This design comes from an exercise in tuning for small area, a short achievable clock period and few clock cycles per item on the open sky130 flow, not from production work.
Function was not checked in any run shown here: the RTL went through the layout flow alone.

## flow/design.v (module list and top-level ports; edited modules follow where they fit)
// module frame_loader: 37 lines
// module affine_row: 856 lines
// module affine_stream_top: 92 lines
module affine_stream_top (
  input  logic                                aclk,
  input  logic                                aresetn,
  input  logic [4*16-1:0]   s_tdata,
  input  logic                                s_tvalid,
  output logic                                s_tready,
  input  logic                                s_tlast,
  output logic [3*16-1:0]    m_tdata,
  output logic                                m_tvalid,
  input  logic                                m_tready,
  output logic                                m_tlast
);
  // ...
==> flow/run.sh <==
#!/bin/bash
# synth_recipe.tcl (not shown) runs the flow's synth.tcl, then flattens the netlist and writes it again
# the make line also repeats each setting of config.mk as NAME=value (left out here)
make -C /OpenROAD-flow-scripts/flow DESIGN_CONFIG=/design/flow/config.mk WORK_HOME=/design/flow/orfs CLKGATE_MAP_FILE= SYNTH_SCRIPT=/design/flow/synth_recipe.tcl finish
==> flow/config.mk <==
export PLATFORM = sky130hd
export DESIGN_NAME = affine_stream_top
export DESIGN_NICKNAME = affine_stream_top
export VERILOG_FILES = /design/flow/design.v
export SDC_FILE = /design/flow/constraint.sdc
export NUM_CORES = 4
export LEC_CHECK = 0
export ABC_AREA = 1
export CAP_MARGIN = 20
export CORE_MARGIN = 2
export CORE_UTILIZATION = 40
export SLEW_MARGIN = 20
==> flow/constraint.sdc <==
create_clock -name core_clock -period 6.3 [get_ports {aclk}]
set_input_delay 1.2600 -clock core_clock [delete_from_list [all_inputs] [get_ports {aclk}]]
set_output_delay 1.2600 -clock core_clock [all_outputs]
set_load 0.01 [all_outputs]
==> flow_summary.json, run 1 <==
{
  "status": "timing/DRC/antenna clean",
  "io_buffers": 119,
  "buffers": 367,
  "htree_levels": 2,
  "num-fill-cells": 12000,
  "synth_seq_cells": 359,
  "antennaDiodeCount": 2,
  "cpMostUsedCell": "nand2_1",
  "placed_cells": 7191,
  "final_cells": 7274,
  "hold_end": "m_tvalid$_DFFE_PN0N_",
  "buffer_area_share_pct": 5.74,
  "wl_per_cell_um": 28.5,
  "hold_violations": 0,
  "post-synth-top-area-cell": "fa_1",
  "setup_tns_ps": 0,
  "period_share_pct": 97.6,
  "inv_count": 1066,
  "worstSetupStartpointType": "register",
  "die_w_um": 353,
  "cts_setup_buffers": 0,
  "seqAreaFraction_pct": 19.9,
  "required_ps": 6750,
  "hold_depth": 2,
  "criticalPathCategory": "reg2reg",
  "setup_viol": 0
}
==> module frame_loader, before the edit <==
module frame_loader (
  input  logic                                   aclk,
  input  logic                                   aresetn,
  input  logic [4*16-1:0]      s_tdata,
  input  logic                                   s_tlast,
  input  logic                                   accept,      
  output logic                                   vec_take,    
  output logic [3*4*16-1:0] coef    
);
  logic       streaming;   
  logic [1:0] row;         
  always_ff @(posedge aclk or negedge aresetn) begin
    if (!aresetn) begin
      streaming <= 1'b0;
      row       <= 2'd0;
    end else if (accept) begin
      if (!streaming) begin
        if (row == 2'(3 - 1)) begin
          streaming <= 1'b1;
          row       <= 2'd0;
        end else begin
          row <= row + 2'd1;
        end
      end else if (s_tlast) begin
        streaming <= 1'b0;
      end
    end
  end
  always_ff @(posedge aclk) begin
    for (int r = 0; r < 3; r++) begin
      if (accept && !streaming && row == 2'(r)) begin
        coef[r*4*16 +: 4*16] <= s_tdata;
      end
    end
  end
  assign vec_take = accept & streaming;
endmodule
==> module affine_stream_top, before the edit <==
module affine_stream_top (
  input  logic                                aclk,
  input  logic                                aresetn,
  input  logic [4*16-1:0]   s_tdata,
  input  logic                                s_tvalid,
  output logic                                s_tready,
  input  logic                                s_tlast,
  output logic [3*16-1:0]    m_tdata,
  output logic                                m_tvalid,
  input  logic                                m_tready,
  output logic                                m_tlast
);
  localparam int LW = 16;
  localparam int BW = 4 * 16;
  logic            advance;    
  logic            accept;
  logic            vec_take;
  logic [3*BW-1:0] coef;
  assign advance  = ~m_tvalid | m_tready;
  assign s_tready = advance;
  assign accept   = s_tvalid & advance;
  frame_loader u_loader (
    .aclk     (aclk),
    .aresetn  (aresetn),
    .s_tdata  (s_tdata),
    .s_tlast  (s_tlast),
    .accept   (accept),
    .vec_take (vec_take),
    .coef     (coef)
  );
  logic [63:0] bv;
  logic [95:0] bdig;
  always_comb begin
    for (int c = 0; c < 4; c++) begin
      for (int k = 0; k < 8; k++) begin
        logic b2, b1, b0;
        b2 = bv[c*16 + 2*k + 1];
        b1 = bv[c*16 + 2*k];
        if (k == 0) b0 = 1'b0;
        else        b0 = bv[c*16 + 2*k - 1];
        bdig[c*8+k]      = b1 ^ b0;                                  
        bdig[32+c*8+k]   = (b2 & ~b1 & ~b0) | (~b2 & b1 & b0);       
        bdig[64+c*8+k]   = b2;                                       
      end
    end
  end
  logic v1_valid, v1_last;
  always_ff @(posedge aclk or negedge aresetn) begin
    if (!aresetn) begin
      v1_valid <= 1'b0;
      v1_last <= 1'b0;
      m_tvalid <= 1'b0;
      m_tlast <= 1'b0;
    end else if (advance) begin
      v1_valid <= vec_take;
      v1_last <= vec_take & s_tlast;
      m_tvalid <= v1_valid;
      m_tlast <= v1_last;
    end
  end
  logic [BW-1:0] v1;
  always_ff @(posedge aclk) begin
    if (advance) v1 <= s_tdata;
  end
  logic [95:0] dig;
  assign bv  = v1;
  assign dig = bdig;
  genvar r;
  generate
    for (r = 0; r < 3; r++) begin : g_row
      logic [LW-1:0] s_d, c_d;
      affine_row u_row (
        .aclk (aclk),
        .en   (advance),
        .one  (dig[31:0]),
        .two  (dig[63:32]),
        .neg  (dig[95:64]),
        .cf   (coef[r*BW +: BW]),
        .s    (s_d),
        .c    (c_d)
      );
      logic [LW-1:0] cs_s, cs_c;
      always_ff @(posedge aclk) begin
        if (advance) begin
          cs_s <= s_d;
          cs_c <= c_d;
        end
      end
      assign m_tdata[r*LW +: LW] = cs_s + cs_c;
    end
  endgenerate
endmodule
==> inputs of run 2 (changes only) <==
--- a/flow/design.v
+++ b/flow/design.v
@@ -22,23 +22,25 @@
         end else begin
           row <= row + 2'd1;
         end
       end else if (s_tlast) begin
         streaming <= 1'b0;
       end
     end
   end
+  logic [3*4*16-1:0] coef_n;
   always_ff @(posedge aclk) begin
     for (int r = 0; r < 3; r++) begin
       if (accept && !streaming && row == 2'(r)) begin
-        coef[r*4*16 +: 4*16] <= s_tdata;
+        coef_n[r*4*16 +: 4*16] <= ~s_tdata;
       end
     end
   end
+  assign coef = ~coef_n;
   assign vec_take = accept & streaming;
 endmodule
 `timescale 1ns/1ns
 module affine_row (
   input  logic        aclk,
   input  logic        en,       
   input  logic [31:0] one,      
   input  logic [31:0] two,      
@@ -677,110 +679,115 @@
   wire t340 = t235 ^ t236;
   wire t341 = t237 ^ t238;
   wire t342 = t239 ^ t240;
   wire t343 = t241 ^ t242;
   wire t344 = t243 ^ t244;
   wire t345 = t245 ^ t246;
   wire t346 = t247 ^ t333;
   wire t347 = t335 ^ t337;
-  wire t348 = pp_0_0_0 ^ neg[0] ^ pp_1_0_0;
-  wire t349 = (pp_0_0_0 & neg[0]) | (pp_0_0_0 & pp_1_0_0) | (neg[0] & pp_1_0_0);
-  wire t350 = neg[9] ^ pp_2_0_2 ^ pp_2_1_0;
-  wire t351 = (neg[9] & pp_2_0_2) | (neg[9] & pp_2_1_0) | (pp_2_0_2 & pp_2_1_0);
-  wire t352 = neg[17] ^ pp_3_0_2;
-  wire t353 = neg[17] & pp_3_0_2;
-  wire t354 = pp_1_0_3 ^ pp_1_1_1 ^ pp_2_0_3;
-  wire t355 = (pp_1_0_3 & pp_1_1_1) | (pp_1_0_3 & pp_2_0_3) | (pp_1_1_1 & pp_2_0_3);
-  wire t356 = pp_2_1_1 ^ pp_3_0_3 ^ pp_3_1_1;
-  wire t357 = (pp_2_1_1 & pp_3_0_3) | (pp_2_1_1 & pp_3_1_1) | (pp_3_0_3 & pp_3_1_1);
-  wire t358 = t249 ^ t251;
-  wire t359 = t249 & t251;
-  wire t360 = pp_3_1_2 ^ pp_3_2_0 ^ neg[26];
-  wire t361 = (pp_3_1_2 & pp_3_2_0) | (pp_3_1_2 & neg[26]) | (pp_3_2_0 & neg[26]);
-  wire t362 = t132 ^ t134 ^ t253;
-  wire t363 = (t132 & t134) | (t132 & t253) | (t134 & t253);
-  wire t364 = t254 ^ t256 ^ t258;
-  wire t365 = (t254 & t256) | (t254 & t258) | (t256 & t258);
-  wire t366 = t135 ^ t136 ^ t255;
-  wire t367 = (t135 & t136) | (t135 & t255) | (t136 & t255);
-  wire t368 = t257 ^ t259 ^ t260;
-  wire t369 = (t257 & t259) | (t257 & t260) | (t259 & t260);
-  wire t370 = t262 ^ t264 ^ t266;
-  wire t371 = (t262 & t264) | (t262 & t266) | (t264 & t266);
-  wire t372 = t144 ^ t261 ^ t263;
-  wire t373 = (t144 & t261) | (t144 & t263) | (t261 & t263);
-  wire t374 = t265 ^ t267 ^ t268;
-  wire t375 = (t265 & t267) | (t265 & t268) | (t267 & t268);
-  wire t376 = t270 ^ t272 ^ t274;
-  wire t377 = (t270 & t272) | (t270 & t274) | (t272 & t274);
-  wire t378 = t152 ^ t269 ^ t271;
-  wire t379 = (t152 & t269) | (t152 & t271) | (t269 & t271);
-  wire t380 = t273 ^ t275 ^ t276;
-  wire t381 = (t273 & t275) | (t273 & t276) | (t275 & t276);
-  wire t382 = t278 ^ t280 ^ t282;
-  wire t383 = (t278 & t280) | (t278 & t282) | (t280 & t282);
-  wire t384 = t162 ^ t277 ^ t279;
-  wire t385 = (t162 & t277) | (t162 & t279) | (t277 & t279);
-  wire t386 = t281 ^ t283 ^ t284;
-  wire t387 = (t281 & t283) | (t281 & t284) | (t283 & t284);
-  wire t388 = t286 ^ t288 ^ t290;
-  wire t389 = (t286 & t288) | (t286 & t290) | (t288 & t290);
-  wire t390 = t174 ^ t285 ^ t287;
-  wire t391 = (t174 & t285) | (t174 & t287) | (t285 & t287);
-  wire t392 = t289 ^ t291 ^ t292;
-  wire t393 = (t289 & t291) | (t289 & t292) | (t291 & t292);
-  wire t394 = t294 ^ t296 ^ t298;
-  wire t395 = (t294 & t296) | (t294 & t298) | (t296 & t298);
-  wire t396 = t186 ^ t293 ^ t295;
-  wire t397 = (t186 & t293) | (t186 & t295) | (t293 & t295);
-  wire t398 = t297 ^ t299 ^ t300;
-  wire t399 = (t297 & t299) | (t297 & t300) | (t299 & t300);
-  wire t400 = t302 ^ t304 ^ t306;
-  wire t401 = (t302 & t304) | (t302 & t306) | (t304 & t306);
-  wire t402 = t198 ^ t301 ^ t303;
-  wire t403 = (t198 & t301) | (t198 & t303) | (t301 & t303);
-  wire t404 = t305 ^ t307 ^ t308;
-  wire t405 = (t305 & t307) | (t305 & t308) | (t307 & t308);
-  wire t406 = t310 ^ t312 ^ t314;
-  wire t407 = (t310 & t312) | (t310 & t314) | (t312 & t314);
-  wire t408 = t210 ^ t309 ^ t311;
-  wire t409 = (t210 & t309) | (t210 & t311) | (t309 & t311);
-  wire t410 = t313 ^ t315 ^ t316;
-  wire t411 = (t313 & t315) | (t313 & t316) | (t315 & t316);
-  wire t412 = t318 ^ t320 ^ t322;
-  wire t413 = (t318 & t320) | (t318 & t322) | (t320 & t322);
-  wire t414 = t222 ^ t317 ^ t319;
-  wire t415 = (t222 & t317) | (t222 & t319) | (t317 & t319);
-  wire t416 = t321 ^ t323 ^ t324;
-  wire t417 = (t321 & t323) | (t321 & t324) | (t323 & t324);
-  wire t418 = t326 ^ t328 ^ t330;
-  wire t419 = (t326 & t328) | (t326 & t330) | (t328 & t330);
-  wire t420 = t234 ^ t325 ^ t327;
-  wire t421 = (t234 & t325) | (t234 & t327) | (t325 & t327);
-  wire t422 = t329 ^ t331 ^ t332;
-  wire t423 = (t329 & t331) | (t329 & t332) | (t331 & t332);
-  wire t424 = t334 ^ t336 ^ t338;
-  wire t425 = (t334 & t336) | (t334 & t338) | (t336 & t338);
-  wire t426 = t339 ^ t340;
-  wire t427 = t341 ^ t342;
-  wire t428 = t343 ^ t344;
-  wire t429 = t345 ^ t346;
-  wire t430 = t347 ^ t421;
+  logic [137:0] mid_d, mid_q;
+  assign mid_d = {t347, t346, t345, t344, t343, t342, t341, t340, t339, t338, t336, t334, t332, t331, t329, t327, t325, t234, t330, t328, t326, t324, t323, t321, t319, t317, t222, t322, t320, t318, t316, t315, t313, t311, t309, t210, t314, t312, t310, t308, t307, t305, t303, t301, t198, t306, t304, t302, t300, t299, t297, t295, t293, t186, t298, t296, t294, t292, t291, t289, t287, t285, t174, t290, t288, t286, t284, t283, t281, t279, t277, t162, t282, t280, t278, t276, t275, t273, t271, t269, t152, t274, t272, t270, t268, t267, t265, t263, t261, t144, t266, t264, t262, t260, t259, t257, t255, t136, t135, t258, t256, t254, t253, t134, t132, neg[26], pp_3_2_0, pp_3_1_2, t252, t251, t249, pp_3_1_1, pp_3_0_3, pp_2_1_1, pp_2_0_3, pp_1_1_1, pp_1_0_3, t250, t248, neg[25], pp_3_1_0, pp_3_0_2, neg[17], pp_2_1_0, pp_2_0_2, neg[9], pp_3_0_1, pp_2_0_1, pp_1_0_1, pp_0_0_1, neg[24], pp_3_0_0, neg[16], pp_2_0_0, neg[8], pp_1_0_0, neg[0], pp_0_0_0};
+  always_ff @(posedge aclk) begin
+    if (en) mid_q <= mid_d;
+  end
+  wire t348 = mid_q[0] ^ mid_q[1] ^ mid_q[2];
+  wire t349 = (mid_q[0] & mid_q[1]) | (mid_q[0] & mid_q[2]) | (mid_q[1] & mid_q[2]);
+  wire t350 = mid_q[12] ^ mid_q[13] ^ mid_q[14];
+  wire t351 = (mid_q[12] & mid_q[13]) | (mid_q[12] & mid_q[14]) | (mid_q[13] & mid_q[14]);
+  wire t352 = mid_q[15] ^ mid_q[16];
+  wire t353 = mid_q[15] & mid_q[16];
+  wire t354 = mid_q[21] ^ mid_q[22] ^ mid_q[23];
+  wire t355 = (mid_q[21] & mid_q[22]) | (mid_q[21] & mid_q[23]) | (mid_q[22] & mid_q[23]);
+  wire t356 = mid_q[24] ^ mid_q[25] ^ mid_q[26];
+  wire t357 = (mid_q[24] & mid_q[25]) | (mid_q[24] & mid_q[26]) | (mid_q[25] & mid_q[26]);
+  wire t358 = mid_q[27] ^ mid_q[28];
+  wire t359 = mid_q[27] & mid_q[28];
+  wire t360 = mid_q[30] ^ mid_q[31] ^ mid_q[32];
+  wire t361 = (mid_q[30] & mid_q[31]) | (mid_q[30] & mid_q[32]) | (mid_q[31] & mid_q[32]);
+  wire t362 = mid_q[33] ^ mid_q[34] ^ mid_q[35];
+  wire t363 = (mid_q[33] & mid_q[34]) | (mid_q[33] & mid_q[35]) | (mid_q[34] & mid_q[35]);
+  wire t364 = mid_q[36] ^ mid_q[37] ^ mid_q[38];
+  wire t365 = (mid_q[36] & mid_q[37]) | (mid_q[36] & mid_q[38]) | (mid_q[37] & mid_q[38]);
+  wire t366 = mid_q[39] ^ mid_q[40] ^ mid_q[41];
+  wire t367 = (mid_q[39] & mid_q[40]) | (mid_q[39] & mid_q[41]) | (mid_q[40] & mid_q[41]);
+  wire t368 = mid_q[42] ^ mid_q[43] ^ mid_q[44];
+  wire t369 = (mid_q[42] & mid_q[43]) | (mid_q[42] & mid_q[44]) | (mid_q[43] & mid_q[44]);
+  wire t370 = mid_q[45] ^ mid_q[46] ^ mid_q[47];
+  wire t371 = (mid_q[45] & mid_q[46]) | (mid_q[45] & mid_q[47]) | (mid_q[46] & mid_q[47]);
+  wire t372 = mid_q[48] ^ mid_q[49] ^ mid_q[50];
+  wire t373 = (mid_q[48] & mid_q[49]) | (mid_q[48] & mid_q[50]) | (mid_q[49] & mid_q[50]);
+  wire t374 = mid_q[51] ^ mid_q[52] ^ mid_q[53];
+  wire t375 = (mid_q[51] & mid_q[52]) | (mid_q[51] & mid_q[53]) | (mid_q[52] & mid_q[53]);
+  wire t376 = mid_q[54] ^ mid_q[55] ^ mid_q[56];
+  wire t377 = (mid_q[54] & mid_q[55]) | (mid_q[54] & mid_q[56]) | (mid_q[55] & mid_q[56]);
+  wire t378 = mid_q[57] ^ mid_q[58] ^ mid_q[59];
+  wire t379 = (mid_q[57] & mid_q[58]) | (mid_q[57] & mid_q[59]) | (mid_q[58] & mid_q[59]);
+  wire t380 = mid_q[60] ^ mid_q[61] ^ mid_q[62];
+  wire t381 = (mid_q[60] & mid_q[61]) | (mid_q[60] & mid_q[62]) | (mid_q[61] & mid_q[62]);
+  wire t382 = mid_q[63] ^ mid_q[64] ^ mid_q[65];
+  wire t383 = (mid_q[63] & mid_q[64]) | (mid_q[63] & mid_q[65]) | (mid_q[64] & mid_q[65]);
+  wire t384 = mid_q[66] ^ mid_q[67] ^ mid_q[68];
+  wire t385 = (mid_q[66] & mid_q[67]) | (mid_q[66] & mid_q[68]) | (mid_q[67] & mid_q[68]);
+  wire t386 = mid_q[69] ^ mid_q[70] ^ mid_q[71];
+  wire t387 = (mid_q[69] & mid_q[70]) | (mid_q[69] & mid_q[71]) | (mid_q[70] & mid_q[71]);
+  wire t388 = mid_q[72] ^ mid_q[73] ^ mid_q[74];
+  wire t389 = (mid_q[72] & mid_q[73]) | (mid_q[72] & mid_q[74]) | (mid_q[73] & mid_q[74]);
+  wire t390 = mid_q[75] ^ mid_q[76] ^ mid_q[77];
+  wire t391 = (mid_q[75] & mid_q[76]) | (mid_q[75] & mid_q[77]) | (mid_q[76] & mid_q[77]);
+  wire t392 = mid_q[78] ^ mid_q[79] ^ mid_q[80];
+  wire t393 = (mid_q[78] & mid_q[79]) | (mid_q[78] & mid_q[80]) | (mid_q[79] & mid_q[80]);
+  wire t394 = mid_q[81] ^ mid_q[82] ^ mid_q[83];
+  wire t395 = (mid_q[81] & mid_q[82]) | (mid_q[81] & mid_q[83]) | (mid_q[82] & mid_q[83]);
+  wire t396 = mid_q[84] ^ mid_q[85] ^ mid_q[86];
+  wire t397 = (mid_q[84] & mid_q[85]) | (mid_q[84] & mid_q[86]) | (mid_q[85] & mid_q[86]);
+  wire t398 = mid_q[87] ^ mid_q[88] ^ mid_q[89];
+  wire t399 = (mid_q[87] & mid_q[88]) | (mid_q[87] & mid_q[89]) | (mid_q[88] & mid_q[89]);
+  wire t400 = mid_q[90] ^ mid_q[91] ^ mid_q[92];
+  wire t401 = (mid_q[90] & mid_q[91]) | (mid_q[90] & mid_q[92]) | (mid_q[91] & mid_q[92]);
+  wire t402 = mid_q[93] ^ mid_q[94] ^ mid_q[95];
+  wire t403 = (mid_q[93] & mid_q[94]) | (mid_q[93] & mid_q[95]) | (mid_q[94] & mid_q[95]);
+  wire t404 = mid_q[96] ^ mid_q[97] ^ mid_q[98];
+  wire t405 = (mid_q[96] & mid_q[97]) | (mid_q[96] & mid_q[98]) | (mid_q[97] & mid_q[98]);
+  wire t406 = mid_q[99] ^ mid_q[100] ^ mid_q[101];
+  wire t407 = (mid_q[99] & mid_q[100]) | (mid_q[99] & mid_q[101]) | (mid_q[100] & mid_q[101]);
+  wire t408 = mid_q[102] ^ mid_q[103] ^ mid_q[104];
+  wire t409 = (mid_q[102] & mid_q[103]) | (mid_q[102] & mid_q[104]) | (mid_q[103] & mid_q[104]);
+  wire t410 = mid_q[105] ^ mid_q[106] ^ mid_q[107];
+  wire t411 = (mid_q[105] & mid_q[106]) | (mid_q[105] & mid_q[107]) | (mid_q[106] & mid_q[107]);
+  wire t412 = mid_q[108] ^ mid_q[109] ^ mid_q[110];
+  wire t413 = (mid_q[108] & mid_q[109]) | (mid_q[108] & mid_q[110]) | (mid_q[109] & mid_q[110]);
+  wire t414 = mid_q[111] ^ mid_q[112] ^ mid_q[113];
+  wire t415 = (mid_q[111] & mid_q[112]) | (mid_q[111] & mid_q[113]) | (mid_q[112] & mid_q[113]);
+  wire t416 = mid_q[114] ^ mid_q[115] ^ mid_q[116];
+  wire t417 = (mid_q[114] & mid_q[115]) | (mid_q[114] & mid_q[116]) | (mid_q[115] & mid_q[116]);
+  wire t418 = mid_q[117] ^ mid_q[118] ^ mid_q[119];
+  wire t419 = (mid_q[117] & mid_q[118]) | (mid_q[117] & mid_q[119]) | (mid_q[118] & mid_q[119]);
+  wire t420 = mid_q[120] ^ mid_q[121] ^ mid_q[122];
+  wire t421 = (mid_q[120] & mid_q[121]) | (mid_q[120] & mid_q[122]) | (mid_q[121] & mid_q[122]);
+  wire t422 = mid_q[123] ^ mid_q[124] ^ mid_q[125];
+  wire t423 = (mid_q[123] & mid_q[124]) | (mid_q[123] & mid_q[125]) | (mid_q[124] & mid_q[125]);
+  wire t424 = mid_q[126] ^ mid_q[127] ^ mid_q[128];
+  wire t425 = (mid_q[126] & mid_q[127]) | (mid_q[126] & mid_q[128]) | (mid_q[127] & mid_q[128]);
+  wire t426 = mid_q[129] ^ mid_q[130];
+  wire t427 = mid_q[131] ^ mid_q[132];
+  wire t428 = mid_q[133] ^ mid_q[134];
+  wire t429 = mid_q[135] ^ mid_q[136];
+  wire t430 = mid_q[137] ^ t421;
   wire t431 = t423 ^ t425;
-  wire t432 = neg[8] ^ pp_2_0_0 ^ neg[16];
-  wire t433 = (neg[8] & pp_2_0_0) | (neg[8] & neg[16]) | (pp_2_0_0 & neg[16]);
-  wire t434 = pp_0_0_1 ^ pp_1_0_1 ^ pp_2_0_1;
-  wire t435 = (pp_0_0_1 & pp_1_0_1) | (pp_0_0_1 & pp_2_0_1) | (pp_1_0_1 & pp_2_0_1);
-  wire t436 = pp_3_1_0 ^ neg[25] ^ t248;
-  wire t437 = (pp_3_1_0 & neg[25]) | (pp_3_1_0 & t248) | (neg[25] & t248);
-  wire t438 = t250 ^ t350;
-  wire t439 = t250 & t350;
-  wire t440 = t252 ^ t351 ^ t353;
-  wire t441 = (t252 & t351) | (t252 & t353) | (t351 & t353);
+  wire t432 = mid_q[3] ^ mid_q[4] ^ mid_q[5];
+  wire t433 = (mid_q[3] & mid_q[4]) | (mid_q[3] & mid_q[5]) | (mid_q[4] & mid_q[5]);
+  wire t434 = mid_q[8] ^ mid_q[9] ^ mid_q[10];
+  wire t435 = (mid_q[8] & mid_q[9]) | (mid_q[8] & mid_q[10]) | (mid_q[9] & mid_q[10]);
+  wire t436 = mid_q[17] ^ mid_q[18] ^ mid_q[19];
+  wire t437 = (mid_q[17] & mid_q[18]) | (mid_q[17] & mid_q[19]) | (mid_q[18] & mid_q[19]);
+  wire t438 = mid_q[20] ^ t350;
+  wire t439 = mid_q[20] & t350;
+  wire t440 = mid_q[29] ^ t351 ^ t353;
+  wire t441 = (mid_q[29] & t351) | (mid_q[29] & t353) | (t351 & t353);
   wire t442 = t354 ^ t356 ^ t358;
   wire t443 = (t354 & t356) | (t354 & t358) | (t356 & t358);
   wire t444 = t355 ^ t357 ^ t359;
   wire t445 = (t355 & t357) | (t355 & t359) | (t357 & t359);
   wire t446 = t360 ^ t362 ^ t364;
   wire t447 = (t360 & t362) | (t360 & t364) | (t362 & t364);
   wire t448 = t361 ^ t363 ^ t365;
   wire t449 = (t361 & t363) | (t361 & t365) | (t363 & t365);
@@ -821,20 +828,20 @@
   wire t484 = t415 ^ t417 ^ t419;
   wire t485 = (t415 & t417) | (t415 & t419) | (t417 & t419);
   wire t486 = t420 ^ t422 ^ t424;
   wire t487 = (t420 & t422) | (t420 & t424) | (t422 & t424);
   wire t488 = t426 ^ t427;
   wire t489 = t428 ^ t429;
   wire t490 = t430 ^ t431;
   wire t491 = t485 ^ t487;
-  wire t492 = pp_3_0_0 ^ neg[24];
-  wire t493 = pp_3_0_0 & neg[24];
-  wire t494 = pp_3_0_1 ^ t349 ^ t433;
-  wire t495 = (pp_3_0_1 & t349) | (pp_3_0_1 & t433) | (t349 & t433);
+  wire t492 = mid_q[6] ^ mid_q[7];
+  wire t493 = mid_q[6] & mid_q[7];
+  wire t494 = mid_q[11] ^ t349 ^ t433;
+  wire t495 = (mid_q[11] & t349) | (mid_q[11] & t433) | (t349 & t433);
   wire t496 = t352 ^ t435 ^ t436;
   wire t497 = (t352 & t435) | (t352 & t436) | (t435 & t436);
   wire t498 = t437 ^ t439 ^ t440;
   wire t499 = (t437 & t439) | (t437 & t440) | (t439 & t440);
   wire t500 = t441 ^ t443 ^ t444;
   wire t501 = (t441 & t443) | (t441 & t444) | (t443 & t444);
   wire t502 = t445 ^ t447 ^ t448;
   wire t503 = (t445 & t447) | (t445 & t448) | (t447 & t448);
@@ -936,36 +943,39 @@
         else        b0 = bv[c*16 + 2*k - 1];
         bdig[c*8+k]      = b1 ^ b0;                                  
         bdig[32+c*8+k]   = (b2 & ~b1 & ~b0) | (~b2 & b1 & b0);       
         bdig[64+c*8+k]   = b2;                                       
       end
     end
   end
   logic v1_valid, v1_last;
+  logic v2_valid, v2_last;
   always_ff @(posedge aclk or negedge aresetn) begin
     if (!aresetn) begin
       v1_valid <= 1'b0;
       v1_last <= 1'b0;
+      v2_valid <= 1'b0;
+      v2_last <= 1'b0;
       m_tvalid <= 1'b0;
       m_tlast <= 1'b0;
     end else if (advance) begin
       v1_valid <= vec_take;
       v1_last <= vec_take & s_tlast;
-      m_tvalid <= v1_valid;
-      m_tlast <= v1_last;
+      v2_valid <= v1_valid;
+      v2_last <= v1_last;
+      m_tvalid <= v2_valid;
+      m_tlast <= v2_last;
     end
   end
-  logic [BW-1:0] v1;
+  logic [95:0] dig;
+  assign bv = s_tdata;
   always_ff @(posedge aclk) begin
-    if (advance) v1 <= s_tdata;
+    if (advance) dig <= bdig;
   end
-  logic [95:0] dig;
-  assign bv  = v1;
-  assign dig = bdig;
   genvar r;
   generate
     for (r = 0; r < 3; r++) begin : g_row
       logic [LW-1:0] s_d, c_d;
       affine_row u_row (
         .aclk (aclk),
         .en   (advance),
         .one  (dig[31:0]),
==> flow/flow/run.sh (new file) <==
#!/bin/bash
# The standard layout, with one change to synthesis: Yosys's synth skips its
# quick ABC pass (-noabc) before full adders are extracted, so the
# carry-save trees map onto full-adder cells without inverters between
# them. Everything else, the final ABC mapping included, is the standard flow's own.
set -euo pipefail
W=$(pwd)
sed '1s/-noshare /-noshare -noabc /' synth_recipe.tcl > synth_noabc.tcl
grep -q -- '-nofsm -noshare -noabc' synth_noabc.tcl
sed "s#${W}/synth_recipe.tcl#${W}/synth_noabc.tcl#g" standard.sh > standard_noabc.sh
grep -q synth_noabc.tcl standard_noabc.sh
bash standard_noabc.sh > make_flow.log 2>&1
==> flow/standard.sh (new file) <==
#!/bin/bash
# synth_recipe.tcl (not shown) runs the flow's synth.tcl, then flattens the netlist and writes it again
# the make line also repeats each setting of config.mk as NAME=value (left out here)
make -C /OpenROAD-flow-scripts/flow DESIGN_CONFIG=/design/flow/config.mk WORK_HOME=/design/flow/orfs CLKGATE_MAP_FILE= SYNTH_SCRIPT=/design/flow/synth_recipe.tcl "${@:-finish}"
==> flow/config.mk (replaced) <==
export PLATFORM = sky130hd
export DESIGN_NAME = affine_stream_top
export DESIGN_NICKNAME = affine_stream_top
export VERILOG_FILES = /design/flow/design.v
export SDC_FILE = /design/flow/constraint.sdc
export NUM_CORES = 4
export LEC_CHECK = 0
export ABC_AREA = 1
export CAP_MARGIN = 20
export CORE_MARGIN = 2
export CORE_UTILIZATION = 50
export SETUP_SLACK_MARGIN = 3.0
export SLEW_MARGIN = 20
removed: flow/run.sh
==> run 2 against run 1 <==
  * Still clean on timing, DRC and antenna
  * First-iteration DRC count up 4.7%
  * Clock skew down 6.6 ps
  * Global-route usage up 3.9 points
  * Core utilization up 13 points
  * Setup slack better by 2200 ps
  * Via count up 2.0%
  * Critical path depth down 13
  * Hold slack better by 26 ps
  * Synthesized cell count down 10%
  * Critical path type is now reg2out
  * Critical endpoint is now m_tdata[8]
==> flow_summary.json, run 2 <==
{
  "worstSetupStartpointType": "register",
  "ys.flop_type": "edfxtp_1",
  "antenna_found_initial": 3,
  "setup_viol": 0,
  "routed_wl_um": 222000,
  "timing.rr.start": "u_loader.coef_n[3]$_DFFE_PP_",
  "syn_avg_cell_area_um2": 11.9,
  "areaGrowthSynthToFinish_pct": 14.0,
  "synth_area_leaders": "edfxtp_1 40%, fa_1 23%, xor2_1 13%",
  "min_period_ps": 3980,
  "num-fill-cells": 9616,
  "ys_types": 34,
  "drive_above_1_share_pct": 13.3,
  "synth_top_area_share_pct": 40.0,
  "r2r_slack_ps": 2930,
  "hold_violations": 0,
  "dpl_cell_area_um2": 61300,
  "track_usage_pct": 36.7,
  "finalNetCount": 6007,
  "grt_pass1_wl_um": 310000,
  "wl_per_cell_um": 33.0,
  "htree_levels": 3,
  "async_flop_share_pct": 1.14,
  "antenna_left": 0,
  "yosysSeqAreaShare_pct": 40.3,
  "required_ps": 5040,
  "r2r_end": "g_row[0].u_row.mid_q[83]$_DFFE_PP_",
  "period_share_pct": 63.1,
  "maxCapViolCount": 0,
  "fin_area_um2": 67000,
  "end_kind": "primary output",
  "min_from": "v2_valid$_DFFE_PN0P_",
  "ios": 120,
  "syn_nets": 5828,
  "start_util_pct": 50.5,
  "synth_seq_cells": 791,
  "synth_edf_count": 782,
  "crit_arrival_ps": 2720,
  "cp_max_fo": 3,
  "timing.fmax_mhz": 251,
  "status": "timing/DRC/antenna clean",
  "hold_depth": 1,
  "drc_errors": 0,
  "overflow": 0,
  "clockRootBuffer": "clkbuf_16",
  "clock-sinks": 791,
  "clk_path_buf_depth": 3,
  "synth_warnings": 3,
  "cts_tree": "done",
  "grt_pass1_vias": 41700,
  "synth_area_um2": 58800,
  "utilization_pct": 57.6,
  "cts_hold_buf": 0,
  "die_w_um": 347,
  "drt_iter0_markers": 6140,
  "hold_path_class": "reg2reg",
  "die_area_um2": 120000,
  "rsz0062_at_grt": "true",
  "synth.most_common_cell": "xor2_1",
  "drv_slew": 0,
  "clk_latency_ps": 720,
  "dp_hpwl_um": 163000,
  "largest_reg_flops": 398,
  "final_common_cell": "xor2_1",
  "vias_per_cell": 6.26,
  "finalHoldWorstSlack_ps": 484,
  "startpoint": "g_row[0].cs_s[0]$_DFFE_PP_",
  "grt_max_degree": 155,
  "mostFrequentLayoutCells": "838 x xor2_1, 782 x edfxtp_1, 727 x o22ai_1, 671 x fa_1, 545 x nand2_1",
  "max-slew-margin-rel_pct": 25.2,
  "synth_commonest_cells": "851 x xor2_1, 782 x edfxtp_1, 732 x o22ai_1",
  "gp_congestion": 1.00,
  "criticalPathCategory": "reg2out",
  "io_buffers": 119,
  "vias": 42100,
  "setup_tns_ps": 0,
  "hold_end": "m_tvalid$_DFFE_PN0P_",
  "core_um2": 116000,
  "clk_transition_reported_paths_ps": 60,
  "fin_skew_ps": 45.5,
  "reg_top3": "g_row.u_row.mid_q: 398 flops, u_loader.coef_n: 192 flops, dig: 96 flops",
  "r2r_cells": 5,
  "dieHeight_um": 347,
  "rows": 125,
  "post-synth-top-area-cell": "edfxtp_1",
  "cts_inserted_buffers": 93,
  "first_pass_iters": 7,
  "tightest_slew_ps": 1120,
  "top_register": "g_row.u_row.mid_q",
  "synthCells": 4930
}
[run 2: cell count changes after synthesis, sizes merged, moves of 18 or more]
cell,change
xor2,+60
fa,+48
o21ai,-57
edfxtp,+430
ha,+40
nand2,-343
nand3,-117
o22ai,+57
inv,-648
clkinv,-18
[run 2: cell type report]
class	count	area (um2)	area share (%)
diodes	4	10.0	0.0149
clock buffers	114	2430	3.62
clock inverters	59	579	0.864
inverters	400	1720	2.57
multi-input cells	3422	33100	49.4
flip-flops and latches	791	23700	35.4
well taps	1524	1910	2.84
repair buffers	392	3510	5.23
repair inverters	9	72.6	0.108
[run 2: layer usage]
layer  vias to the layer above  global-route usage [%]  part of all wire (%)
li1                      17200                       -                     -
met1                     21300                    49.0                    37
met2                      2965                    53.9                    43
met3                       615                    9.15                    12
met4                         0                    22.9                   7.8
met5                         -                       0                     0
[run 2: worst max-delay path by stage]
stage                                              to  slack (ps)  depth (start not counted)
after floorplan                      dig[0]$_DFFE_PP_       -4470                          2
after global placement    g_row[2].cs_c[11]$_DFFE_PP_        1940                          6
after detailed placement  g_row[2].cs_s[11]$_DFFE_PP_        1920                          6
after CTS                                 m_tdata[12]        2300                         10
after global routing                       m_tdata[8]        2240                         10
final                                      m_tdata[8]        2320                         10
[run 2: critical path, cell delays in order (launching register included)]
cell and delay [ps]:
edfxtp_1 420, ha_4 190, fa_2 370, nand3_2 100, nand2_4 70, a21oi_4 240, o21bai_1 120, buf_4 150
buf_6 100, xor2_1 130, buf_2 140
[run 2: timing repair]
action | in CTS | in global routing
buffers inserted | 112 | 77
gates cloned | 6 | 4
setup endpoints to repair | 255 | 97
pin swaps | 60 | 47
gates resized for setup | 369 | 96
[run 2: kinds of logic after synthesis]
logic type	after synthesis	share of synthesized area (%)
DFF	791	40.3
AOI/OAI and AO/OA	861	8.96
and+or+nand+nor	773	5.20
adders and majority gates	829	26.4
buffers and inverters	717	4.72
xor gates and xnor gates	959	14.4
[run 2: metrics by stage]
| step | setup WS (ps) | cells |
|---|---|---|
| after global placement | 1940 | 6338 |
| after global routing | 2240 | 6711 |
| after floorplan | -4470 | 4930 |
| after CTS | 2300 | 6629 |
| final | 2320 | 6715 |
| after detailed placement | 1920 | 6338 |
==> inputs of run 3 (changes only) <==
--- a/flow/design.v
+++ b/flow/design.v
@@ -919,7 +919,8 @@
   logic            accept;
   logic            vec_take;
   logic [3*BW-1:0] coef;
-  assign advance  = ~m_tvalid | m_tready;
+  logic            run;
+  assign advance  = run;
   assign s_tready = advance;
   assign accept   = s_tvalid & advance;
   frame_loader u_loader (
@@ -949,21 +950,22 @@
   end
   logic v1_valid, v1_last;
   logic v2_valid, v2_last;
+  logic v3_valid, v3_last;
   always_ff @(posedge aclk or negedge aresetn) begin
     if (!aresetn) begin
       v1_valid <= 1'b0;
       v1_last <= 1'b0;
       v2_valid <= 1'b0;
       v2_last <= 1'b0;
-      m_tvalid <= 1'b0;
-      m_tlast <= 1'b0;
+      v3_valid <= 1'b0;
+      v3_last <= 1'b0;
     end else if (advance) begin
       v1_valid <= vec_take;
       v1_last <= vec_take & s_tlast;
       v2_valid <= v1_valid;
       v2_last <= v1_last;
-      m_tvalid <= v2_valid;
-      m_tlast <= v2_last;
+      v3_valid <= v2_valid;
+      v3_last <= v2_last;
     end
   end
   logic [95:0] dig;
@@ -971,6 +973,7 @@
   always_ff @(posedge aclk) begin
     if (advance) dig <= bdig;
   end
+  logic [3*LW-1:0] res;    
   genvar r;
   generate
     for (r = 0; r < 3; r++) begin : g_row
@@ -992,7 +995,36 @@
           cs_c <= c_d;
         end
       end
-      assign m_tdata[r*LW +: LW] = cs_s + cs_c;
+      assign res[r*LW +: LW] = cs_s + cs_c;
     end
   endgenerate
+  logic [3*LW-1:0] o1_data;
+  logic                    o1_valid, o1_last;
+  logic                    arrive;       
+  logic                    take;         
+  logic                    o1_valid_d;
+  assign arrive     = advance & v3_valid;
+  assign take       = ~m_tvalid | m_tready;
+  assign o1_valid_d = take ? (o1_valid & arrive) : (o1_valid | arrive);
+  always_ff @(posedge aclk or negedge aresetn) begin
+    if (!aresetn) begin
+      m_tvalid <= 1'b0;
+      m_tlast  <= 1'b0;
+      o1_valid <= 1'b0;
+      o1_last  <= 1'b0;
+      run      <= 1'b1;
+    end else begin
+      if (take) begin
+        m_tvalid <= o1_valid | arrive;
+        m_tlast  <= o1_valid ? o1_last : v3_last;
+      end
+      if (arrive) o1_last <= v3_last;
+      o1_valid <= o1_valid_d;
+      run      <= ~o1_valid_d;    
+    end
+  end
+  always_ff @(posedge aclk) begin
+    if (take)   m_tdata <= o1_valid ? o1_data : res;
+    if (arrive) o1_data <= res;
+  end
 endmodule
==> flow/flow/run.sh (replaced) <==
#!/bin/bash
# The standard layout, with one change to synthesis: Yosys's synth skips
# its quick ABC pass (-noabc) that comes before full adders are extracted, so
# the carry-save trees map onto full-adder cells without inverters between
# them. The final ABC mapping and every later step are the standard flow's own.
# The registers keep the standard synthesis's names and cell types: that
# synthesis runs first, and flow/regnames.py copies its register names over
# (they differ only in Yosys's enable-polarity suffix). If the registers do
# not match, the flow falls back to the standard layout.
set -euo pipefail
W=$(pwd)
R=$W/orfs/results/$FLOW_PLATFORM/affine_stream_top/base

# the standard synthesis, the reference for register names and cell types
bash standard.sh synth > std_synth.log 2>&1
cp "$R/1_2_yosys.v" std_1_2_yosys.v
rm -rf orfs

# this flow's synthesis
sed '1s/-noshare /-noshare -noabc /' synth_recipe.tcl > synth_noabc.tcl
grep -q -- '-nofsm -noshare -noabc' synth_noabc.tcl
sed "s#${W}/synth_recipe.tcl#${W}/synth_noabc.tcl#g" standard.sh > standard_noabc.sh
grep -q synth_noabc.tcl standard_noabc.sh
bash standard_noabc.sh "$R/1_2_yosys.v" > noabc_synth.log 2>&1

if python3 flow/regnames.py std_1_2_yosys.v "$R/1_2_yosys.v" > regnames.log 2>&1; then
  bash standard_noabc.sh > make_flow.log 2>&1
else
  rm -rf orfs
  bash standard.sh > make_flow.log 2>&1
fi
==> flow/flow/regnames.py (new file) <==
#!/usr/bin/env python3
"""regnames.py STD_NETLIST OWN_NETLIST

Give the registers of OWN_NETLIST (this flow's synthesis) the names the
standard synthesis (STD_NETLIST) gave them. Yosys names a register after its
RTL name plus a suffix for its enable and reset polarity, which depends on
how the logic in front of it was optimised; the RTL name part is the same.
Fails, changing nothing, unless both netlists hold the same registers by RTL
name, in the same cell types."""
import re, sys

FLOP = re.compile(r'^(\s*)(sky130_fd_sc_hd__(?:e?dfx|dfr|dfs|dfb|sdf|edf|dl)\w*)\s+(\\\S+|\S+)\s+\(', re.M)
SUFFIX = re.compile(r'^(.*)\$_[A-Z0-9_]+_$')

def regs(text):
    out = {}
    for m in FLOP.finditer(text):
        typ, name = m.group(2), m.group(3)
        raw = name[1:] if name.startswith('\\') else name
        s = SUFFIX.match(raw)
        base = s.group(1) if s else raw
        if base in out:
            sys.exit(f"two registers named {base}")
        out[base] = (typ, name)
    return out

std_t = open(sys.argv[1]).read()
own_t = open(sys.argv[2]).read()
std, own = regs(std_t), regs(own_t)
if set(std) != set(own):
    sys.exit(f"register sets differ: {len(std)} vs {len(own)}, "
             f"e.g. {sorted(set(std) ^ set(own))[:5]}")
bad = [b for b in std if std[b][0] != own[b][0]]
if bad:
    sys.exit(f"cell types differ for {len(bad)} registers, e.g. {bad[:5]}")
ren = {own[b][1]: std[b][1] for b in std if own[b][1] != std[b][1]}

def sub(m):
    name = m.group(3)
    return f"{m.group(1)}{m.group(2)} {ren.get(name, name)} ("
new_t = FLOP.sub(sub, own_t)
if ren:
    # a renamed register's old name must not survive anywhere else
    for old in ren:
        if re.search(re.escape(old) + r'(\s|$)', new_t):
            sys.exit(f"{old} still appears after renaming")
open(sys.argv[2], 'w').write(new_t)
print(f"{len(std)} registers, {len(ren)} renamed")
--- a/flow/config.mk
+++ b/flow/config.mk
@@ -9,5 +9,5 @@
 export CAP_MARGIN = 20
 export CORE_MARGIN = 2
 export CORE_UTILIZATION = 50
-export SETUP_SLACK_MARGIN = 3.0
+export SETUP_SLACK_MARGIN = 3.1
 export SLEW_MARGIN = 20
==> run 3 against run 2 <==
  * Critical path type is now reg2reg
  * Synthesized cell count rose by 7.0%
  * Clock skew fell by 6.6 ps
  * Hold slack improved by 6.5 ps
  * Largest cell class unchanged
  * First-iteration DRC count rose by 2.2%
  * Core utilization fell by 0.18 points
  * Clock-buffer cell count rose by 5
  * Global-route usage fell by 0.88 points
  * Cell count rose by 7.1%
  * Critical endpoint is now g_row[2].u_row.mid_q[129]$_DFFE_PP_
  * Routed wire length rose by 2.7%
  * Setup slack improved by 680 ps
==> flow_summary.json, run 3 <==
{
  "status": "timing/DRC/antenna clean",
  "synth_seq_cells": 892,
  "antenna_found_initial": 9,
  "postLayoutSetupSlackWorst_ps": 3000,
  "rows": 129,
  "ys.flop_type": "edfxtp_1",
  "grt_max_degree": 179,
  "timing.fmax_mhz": 303,
  "drc_errors": 0,
  "synth_warnings": 3,
  "synth_commonest_cells": "878 x edfxtp_1, 840 x xor2_1, 741 x nand2_1",
  "critPathBufInv": 0,
  "areaGrowthSynthToFinish_pct": 13.6,
  "wl_per_cell_um": 31.7,
  "gp_congestion": 0.984,
  "die_w_um": 358,
  "die_area_um2": 128000,
  "dieHeight_um": 358,
  "end_kind": "register",
  "maxCapViolCount": 0,
  "pre_cts_slack_ps": 2250,
  "dp_hpwl_um": 165000,
  "syn_nets": 6172,
  "rsz0062_at_grt": "true",
  "mostFrequentLayoutCells": "878 x edfxtp_1, 834 x xor2_1, 741 x nand2_1, 717 x o22ai_1, 669 x fa_1",
  "start_util_pct": 50.6,
  "min_period_ps": 3300,
  "core_um2": 124000,
  "routed_wl_um": 228000,
  "post-synth-top-area-cell": "edfxtp_1",
  "cp_max_fo": 14,
  "drv_slew": 0,
  "ios": 120,
  "seq_area_um2": 26700,
  "period_share_pct": 52.3,
  "criticalPathCategory": "reg2reg",
  "async_flop_share_pct": 1.57,
  "max-slew-margin-rel_pct": 26.3,
  "antenna_left": 0,
  "crit_family": "adder cells",
  "synth_area_leaders": "edfxtp_1 42%, fa_1 22%, xor2_1 12%",
  "grt_pass1_vias": 43200,
  "synth_top_area_share_pct": 42.0,
  "io_buffers": 119,
  "required_ps": 6750,
  "cpMaxStageDelayCell": "edfxtp_1",
  "synth.most_common_cell": "edfxtp_1",
  "fin_skew_ps": 38.9,
  "clk_transition_reported_paths_ps": 60,
  "cts_hold_buf": 0,
  "cts_inserted_buffers": 101,
  "first_pass_iters": 6,
  "final_common_cell": "edfxtp_1",
  "path_cells": "o22ai_1, xor2_1, fa_1, fa_1, fa_1",
  "drt_iter0_markers": 6277,
  "hold_path_class": "reg2reg",
  "clk_path_buf_depth": 3,
  "setup_viol": 0,
  "tightest_slew_ps": 1100,
  "cp_slowest_stage_delay_ps": 920,
  "grt_pass1_wl_um": 320000,
  "cpMostUsedCell": "fa_1",
  "yosysSeqAreaShare_pct": 42.6,
  "crit_arrival_ps": 3750,
  "multiInputGateArea_um2": 33200,
  "setup_tns_ps": 0,
  "synthCells": 5274,
  "reg_top3": "g_row.u_row.mid_q: 398 flops, u_loader.coef_n: 192 flops, dig: 96 flops",
  "largest_reg_flops": 398,
  "vias_per_cell": 6.11,
  "syn_avg_cell_area_um2": 11.9,
  "track_usage_pct": 35.8,
  "cts_tree": "done",
  "finalNetCount": 6366,
  "drive_above_1_share_pct": 10.1,
  "clock-sinks": 892,
  "num-fill-cells": 10200,
  "clk_latency_ps": 740,
  "vias": 44000,
  "synth_area_um2": 62800,
  "htree_levels": 3,
  "ys_types": 40,
  "hold_violations": 0,
  "top_register": "g_row.u_row.mid_q",
  "overflow": 0,
  "worstSetupStartpointType": "register",
  "clockRootBuffer": "clkbuf_16",
  "synth_edf_count": 878
}
-- run 3: per-stage QoR --
stage / hold slack [ps] / instance area, um2 / std cells / utilization [%]
after floorplan: 428 / 62800 / 5274 / -
after global placement: 470 / 65300 / 6778 / 52.6
after detailed placement: 478 / 65300 / 6778 / 52.6
after CTS: 494 / 70300 / 7103 / 56.6
after global routing: 523 / 71300 / 7187 / 57.4
final: 491 / 71300 / 7189 / 57.4
-- run 3: worst paths after layout --
path	start	to	slack [ps]	cells after the start
setup / recovery	u_loader.coef_n[162]$_DFFE_PP_	g_row[2].u_row.mid_q[129]$_DFFE_PP_	3000	5
hold / removal	v1_valid$_DFFE_PN0P_	v2_valid$_DFFE_PN0P_	490	2
setup reg to reg	u_loader.coef_n[162]$_DFFE_PP_	g_row[2].u_row.mid_q[129]$_DFFE_PP_	3000	5
hold reg to reg	v1_valid$_DFFE_PN0P_	v2_valid$_DFFE_PN0P_	490	2
max in group asynchronous	aresetn	m_tlast$_DFFE_PN0N_	4950	1
min in group asynchronous	aresetn	u_loader.row[0]$_DFFE_PN0P_	940	1
-- run 3: worst reg2reg max path: stages, from the launching register on --
cell and delay [ps]:
edfxtp_1 920, o22ai_1 240, xor2_1 210, fa_1 630, fa_1 550, fa_1 500
-- run 3: final cells by class --
class                      count  share of cell area, %
sequential                   892                   37.5
clock inverter                66                  0.969
timing repair buffer         402                   5.60
antenna                        2                0.00702
tap                         1637                   2.87
clock buffer                 119                   3.64
timing repair inverter        14                  0.153
inverter                     431                   2.68
multi-input combinational   3626                   46.6
-- run 3: layer usage --
layer	global-route usage [%]	up-vias	part of all wire (%)
met2	52.3	3114	43
met3	10.3	695	12
met1	46.4	21800	37
li1	-	18400	-
met4	23.8	14	8.1
met5	1.52	-	0.12
-- run 3: kinds of logic (layout without fill, tap and decap cells) --
logic type      count (synthesis)  count (layout)  synth area share [%]
compound gates                836             836                  8.19
xor+xnor                      942             942                  13.3
fa+ha+maj                     829             829                  24.7
buf+inv                       756            1032                  4.78
flops                         892             892                  42.6
other cells                     0               2                     0
simple gates                 1019            1019                  6.46
-- run 3: repair_timing --
action	4_1_cts	5_1_grt
setup buffers	125	83
pin swaps	9	18
setup endpoints to repair	422	160
gates resized for setup	106	50
cloned	15	0
==> inputs of run 4 (changes only) <==
--- a/flow/config.mk
+++ b/flow/config.mk
@@ -9,5 +9,5 @@
 export CAP_MARGIN = 20
 export CORE_MARGIN = 2
 export CORE_UTILIZATION = 50
-export SETUP_SLACK_MARGIN = 3.1
+export SETUP_SLACK_MARGIN = 2.8
 export SLEW_MARGIN = 20
==> run 4 against run 3 <==
  * Global-route usage fell by 0.49 points
  * Cell area fell by 2.2%
  * First-iteration DRC count fell by 1.5%
  * Critical endpoint is now g_row[2].u_row.mid_q[128]$_DFFE_PP_
  * Sequential share of layout area rose by 0.83 points
  * Die area did not move
==> flow_summary.json, run 4 <==
{
  "clk_path_buf_depth": 3,
  "vias": 43400,
  "cts_hold_buf": 0,
  "setup_viol": 0,
  "dp_hpwl_um": 164000,
  "syn_avg_cell_area_um2": 11.9,
  "timing.fmax_mhz": 285,
  "areaGrowthSynthToFinish_pct": 11.1,
  "synth_commonest_cells": "878 x edfxtp_1, 840 x xor2_1, 741 x nand2_1",
  "synth_area_um2": 62800,
  "start_util_pct": 50.6,
  "die_w_um": 358,
  "min_period_ps": 3510,
  "hold_path_class": "reg2reg",
  "routed_wl_um": 224000,
  "ys.flop_type": "edfxtp_1",
  "utilization_pct": 56.2,
  "criticalPathCategory": "reg2reg",
  "cts_tree": "done",
  "synthCells": 5274,
  "ys_types": 40,
  "antenna_found_initial": 5,
  "hold_violations": 0,
  "grt_pass1_vias": 42800,
  "fin_skew_ps": 53.6,
  "cts_inserted_buffers": 101,
  "yosysSeqAreaShare_pct": 42.6,
  "required_ps": 6790,
  "overflow": 0,
  "grt_pass1_wl_um": 316000,
  "final_common_cell": "edfxtp_1",
  "dieHeight_um": 358,
  "drive_above_1_share_pct": 7.33,
  "drt_iter0_markers": 6184,
  "drc_errors": 0,
  "synth_area_leaders": "edfxtp_1 42%, fa_1 22%, xor2_1 12%",
  "wl_per_cell_um": 31.8,
  "syn_nets": 6172,
  "grt_max_degree": 177,
  "cp_max_fo": 15,
  "synth_edf_count": 878,
  "die_area_um2": 128000,
  "finalNetCount": 6228,
  "crit_arrival_ps": 4000,
  "period_share_pct": 55.8,
  "clockRootBuffer": "clkbuf_16",
  "ios": 120,
  "rsz0062_at_grt": "true",
  "synth.most_common_cell": "edfxtp_1",
  "synth_seq_cells": 892,
  "setup_tns_ps": 0,
  "maxCapViolCount": 0,
  "synth_warnings": 3,
  "clk_latency_ps": 780,
  "post-synth-top-area-cell": "edfxtp_1",
  "antenna_left": 0,
  "core_um2": 124000,
  "gp_congestion": 1.00,
  "clock-sinks": 892,
  "synth_top_area_share_pct": 42.0,
  "async_flop_share_pct": 1.57,
  "tightest_slew_ps": 1180,
  "worstSetupStartpointType": "register",
  "mostFrequentLayoutCells": "878 x edfxtp_1, 840 x xor2_1, 741 x nand2_1, 725 x o22ai_1, 680 x fa_1",
  "io_buffers": 119,
  "first_pass_iters": 6,
  "vias_per_cell": 6.15,
  "end_kind": "register",
  "largest_reg_flops": 398,
  "htree_levels": 3,
  "rows": 129,
  "drv_slew": 0,
  "max-slew-margin-rel_pct": 20.9,
  "reg_top3": "g_row.u_row.mid_q: 398 flops, u_loader.coef_n: 192 flops, dig: 96 flops",
  "top_register": "g_row.u_row.mid_q",
  "status": "timing/DRC/antenna clean",
  "clk_transition_reported_paths_ps": 70,
  "track_usage_pct": 35.3
}
-- run 4: cell counts after synthesis --
Identical to the previous run, type by type.
-- run 4: per-stage QoR --
stage                     cells  hold slack [ps]  setup WS (ps)  cell area [um2]
final                      7055              501           2790            69700
after global routing       7050              527           2730            69700
after detailed placement   6793              490           2490            65400
after global placement     6793              472           2460            65400
after CTS                  7014              506           2770            69300
after floorplan            5274              428            162            62800
-- run 4: final cells by class --
type | instances | area, um2
fill | 10400 | 54400
multi-input combinational | 3626 | 33100
sequential | 892 | 26700
timing repair buffer | 274 | 2580
clock buffer | 108 | 2550
tap | 1637 | 2050
inverter | 431 | 1720
clock inverter | 78 | 977
timing repair inverter | 4 | 22.5
antenna | 5 | 12.5
-- run 4: cells by family after synthesis --
group	Yosys count	share of synthesized area, %
buf+inv	756	4.78
flops	892	42.6
compound gates	836	8.19
fa+ha+maj	829	24.7
simple gates	1019	6.46
xor+xnor	942	13.3
-- run 4: repair_timing --
action	CTS	global route
gates cloned	2	2
pin swaps	0	8
endpoints found under the hold margin	0	0
buffers inserted	33	33
resized for setup	27	27
endpoints found under the setup margin	83	39
-- run 4: layer usage --
| metal | share of wire [%] | up-vias | track usage, % | wire length, um |
|---|---|---|---|---|
| li1 | - | 18100 | - | - |
| met4 | 8.5 | 2 | 23.3 | 19100 |
| met2 | 43 | 3122 | 51.7 | 96100 |
| met5 | 0.0053 | - | 0 | 12 |
| met3 | 12 | 736 | 8.91 | 26400 |
| met1 | 37 | 21400 | 46.7 | 82800 |
-- run 4: path summary, 6_finish.rpt --
kind,slack [ps],cells past startpoint,end,start
setup reg to reg,2790,5,g_row[2].u_row.mid_q[128]$_DFFE_PP_,u_loader.coef_n[161]$_DFFE_PP_
hold / removal,500,2,v2_valid$_DFFE_PN0P_,v1_valid$_DFFE_PN0P_
min in group asynchronous,920,1,u_loader.streaming$_DFFE_PN0P_,aresetn
setup / recovery,2790,5,g_row[2].u_row.mid_q[128]$_DFFE_PP_,u_loader.coef_n[161]$_DFFE_PP_
max in group asynchronous,4960,1,v1_last$_DFFE_PN0P_,aresetn
hold reg to reg,500,2,v2_valid$_DFFE_PN0P_,v1_valid$_DFFE_PN0P_
-- run 4: critical path, stage by stage (launching register included) --
cell,delay [ps]
edfxtp_1,1040
o22ai_1,210
xor2_1,230
fa_1,550
fa_1,770
fa_1,460
==> inputs of run 5 (changes only) <==
--- a/flow/config.mk
+++ b/flow/config.mk
@@ -6,8 +6,8 @@
 export NUM_CORES = 4
 export LEC_CHECK = 0
 export ABC_AREA = 1
-export CAP_MARGIN = 20
+export CAP_MARGIN = 50
 export CORE_MARGIN = 2
 export CORE_UTILIZATION = 50
-export SETUP_SLACK_MARGIN = 2.8
-export SLEW_MARGIN = 20
+export SETUP_SLACK_MARGIN = 3.1
+export SLEW_MARGIN = 60
==> run 5 against run 4 <==
  * Die area unchanged
  * Register-to-register slack better by 190 ps
  * Non-clock buffer count up 136
  * Global-route usage up 0.20 points
  * Via count up 0.71%
  * Sequential share of layout area down 0.98 points
  * First-iteration DRC count up 4.2%
  * Cell count up 1.9%
==> flow_summary.json, run 5 <==
{
  "status": "timing/DRC/antenna clean",
  "die_w_um": 358,
  "htree_levels": 3,
  "cts_inserted_buffers": 101,
  "synth_top_area_share_pct": 42.0,
  "r2r_end": "g_row[0].u_row.mid_q[130]$_DFFE_PP_",
  "synth_edf_count": 878,
  "setup_viol": 0,
  "drt_iter0_markers": 6443,
  "grt_max_degree": 73,
  "hold_violations": 0,
  "cts_tree": "done",
  "rsz0062_at_grt": "true",
  "postLayoutSetupSlackWorst_ps": 2980,
  "drv_slew": 0,
  "criticalPathCategory": "reg2reg",
  "crit_arrival_ps": 3780,
  "setup_tns_ps": 0,
  "clock-sinks": 892,
  "utilization_pct": 57.6,
  "final_common_cell": "edfxtp_1",
  "top_register": "g_row.u_row.mid_q",
  "dieHeight_um": 358,
  "vias_per_cell": 6.08,
  "fin_skew_ps": 32.5,
  "ys.flop_type": "edfxtp_1",
  "synth_commonest_cells": "878 x edfxtp_1, 840 x xor2_1, 741 x nand2_1",
  "max-slew-margin-rel_pct": 55.5,
  "syn_avg_cell_area_um2": 11.9,
  "end_kind": "register",
  "synth_warnings": 3,
  "synth_area_leaders": "edfxtp_1 42%, fa_1 22%, xor2_1 12%",
  "pre_cts_slack_ps": 2270,
  "maxCapViolCount": 0,
  "routed_wl_um": 225000,
  "track_usage_pct": 35.5,
  "async_flop_share_pct": 1.57,
  "clk_latency_ps": 750,
  "dp_hpwl_um": 170000,
  "cp_max_fo": 8,
  "gp_congestion": 0.984,
  "r2r_slack_ps": 2980,
  "timing.fmax_mhz": 301,
  "grt_pass1_vias": 43300,
  "worstSetupStartpointType": "register",
  "clk_path_buf_depth": 3,
  "syn_nets": 6172,
  "vias": 43700,
  "min_period_ps": 3320,
  "mostFrequentLayoutCells": "878 x edfxtp_1, 812 x xor2_1, 741 x nand2_1, 718 x o22ai_1, 664 x fa_1",
  "start_util_pct": 50.6,
  "reg_top3": "g_row.u_row.mid_q: 398 flops, u_loader.coef_n: 192 flops, dig: 96 flops",
  "tightest_slew_ps": 666,
  "grt_pass1_wl_um": 318000,
  "die_area_um2": 128000,
  "finalNetCount": 6369,
  "synth_area_um2": 62800,
  "first_pass_iters": 6,
  "synthCells": 5274,
  "period_share_pct": 52.7,
  "hold_path_class": "in2async",
  "io_buffers": 119,
  "antenna_found_initial": 6,
  "ios": 120,
  "areaGrowthSynthToFinish_pct": 14.0,
  "clockRootBuffer": "clkbuf_16",
  "largest_reg_flops": 398,
  "post-synth-top-area-cell": "edfxtp_1",
  "synth.most_common_cell": "edfxtp_1",
  "overflow": 0,
  "required_ps": 6760,
  "core_um2": 124000,
  "cts_hold_buf": 0,
  "clk_transition_reported_paths_ps": 60,
  "antenna_left": 0,
  "drc_errors": 0,
  "drive_above_1_share_pct": 10.7,
  "wl_per_cell_um": 31.3,
  "synth_seq_cells": 892,
  "rows": 129,
  "ys_types": 40,
  "r2r_cells": 10,
  "timing.rr.start": "u_loader.coef_n[48]$_DFFE_PP_",
  "yosysSeqAreaShare_pct": 42.6
}
## run 5: changes by cell type in the layout (fill, tap and decap cells not counted), sizes merged, moves of 2 or more
cell,delta
clkdlybuf4s50,-2
inv,-2
diode,-4
buf,+132
bufinv,-4
clkbuf,+6
bufbuf,+3
clkinv,+14
clkinvlp,-12
## run 5: per-stage QoR
| step | hold slack [ps] | std cells | instance area (um2) |
|---|---|---|---|
| floorplan | 428 | 5274 | 62800 |
| global placement | 470 | 6778 | 65300 |
| detailed placement | 485 | 6896 | 66700 |
| CTS | 384 | 7138 | 70800 |
| global route | 415 | 7186 | 71500 |
| finish | 418 | 7187 | 71500 |
## run 5: worst max-delay path by stage
stage                                             start                                  end  slack, ps  depth (start not counted)
after global routing                   dig[2]$_DFFE_PP_  g_row[2].u_row.mid_q[130]$_DFFE_PP_       2990                         10
after CTS                  u_loader.coef_n[9]$_DFFE_PP_  g_row[0].u_row.mid_q[130]$_DFFE_PP_       2980                          8
after global placement                 dig[1]$_DFFE_PP_  g_row[0].u_row.mid_q[130]$_DFFE_PP_       2260                          9
after floorplan                           run$_DFF_PN1_       u_loader.coef_n[100]$_DFFE_PP_        160                          4
final                     u_loader.coef_n[48]$_DFFE_PP_  g_row[0].u_row.mid_q[130]$_DFFE_PP_       2980                         10
after detailed placement               dig[1]$_DFFE_PP_  g_row[0].u_row.mid_q[130]$_DFFE_PP_       2270                          9
## run 5: per-layer routing
layer	vias up	wire, um	track usage, %	part of all wire, %
met5	-	115	0.556	0.051
met4	6	17200	21.6	7.7
met3	627	27000	9.76	12
met2	2983	98200	53.0	44
met1	21700	82700	46.3	37
li1	18300	-	-	-
## run 5: critical path: stages, from the launching register on
cell and delay, ps:
edfxtp_1 480, buf_4 220, buf_6 150, inv_1 400
nand2_1 130, xor2_1 190, fa_1 580, fa_2 390
xor2_1 170, xor2_1 170, xor2_1 160
## run 5: kinds of logic (layout without fill, tap and decap cells)
| family | count (synthesis) | count (layout) | share of synthesized area, % |
|---|---|---|---|
| other | 0 | 1 | 0 |
| adder cells (fa/ha/maj) | 829 | 829 | 24.7 |
| XOR/XNOR | 942 | 942 | 13.3 |
| flip-flops | 892 | 892 | 42.6 |
| AND/OR/NAND/NOR | 1019 | 1019 | 6.46 |
| buffers and inverters | 756 | 1031 | 4.78 |
| AO/OA/AOI/OAI | 836 | 836 | 8.19 |
## run 5: layout make-up
type                            instances  area [um2]
Clock buffer                          112        2570
Antenna cell                            1        2.50
Clock inverter                         69         634
Multi-Input combinational cell       3626       33500
Inverter                              431        1940
Timing Repair Buffer                  410        4070
Sequential cell                       892       26700
Tap cell                             1637        2050
Timing Repair inverter                  9        77.6
Fill cell                           10200       52600
## run 5: timing repair
action	in CTS	in global routing
gates cloned	10	4
pin swaps	4	20
setup endpoints to repair	118	88
resized for setup	88	63
buffers inserted	51	36

-- what the ideal ports hide --
In the flow no input, the clock included, has a driving cell. The finished layouts below were timed again as built, in two steps.
Step 1: set_driving_cell puts a clkbuf_16 on aclk and a buf_2 on each other input, an assumption about the parent block.
Step 2 adds t to the input delays and takes it off the output delays; t is the mean of the earliest and latest rising clock arrival at the registers after step 1. Input paths then give back, and output paths get back, about the clock's delay inside the block.
Slacks: no drivers / after step 1 / after step 2; pairs: no drivers / after step 1.
run | t, ns | setup slack, ns | latest minus earliest clock arrival (ns) | cell pins on the clock port's net
run 1 | 0.740 | 0.153 / 0.153 / 0.153 | 0.053 / 0.053 | 1
run 2 | 0.768 | 2.322 / 2.248 / 2.384 | 0.049 / 0.049 | 1
run 3 | 0.792 | 3.003 / 3.003 / 2.450 | 0.039 / 0.039 | 1
run 4 | 0.827 | 2.787 / 2.787 / 2.777 | 0.054 / 0.054 | 1
run 5 | 0.806 | 2.979 / 2.979 / 2.979 | 0.034 / 0.034 | 1
After both steps setup and hold are still met in every run listed. The setup slack of run 3, which loses most, moves by 0.000 ns with the drivers and by -0.553 ns with both steps.
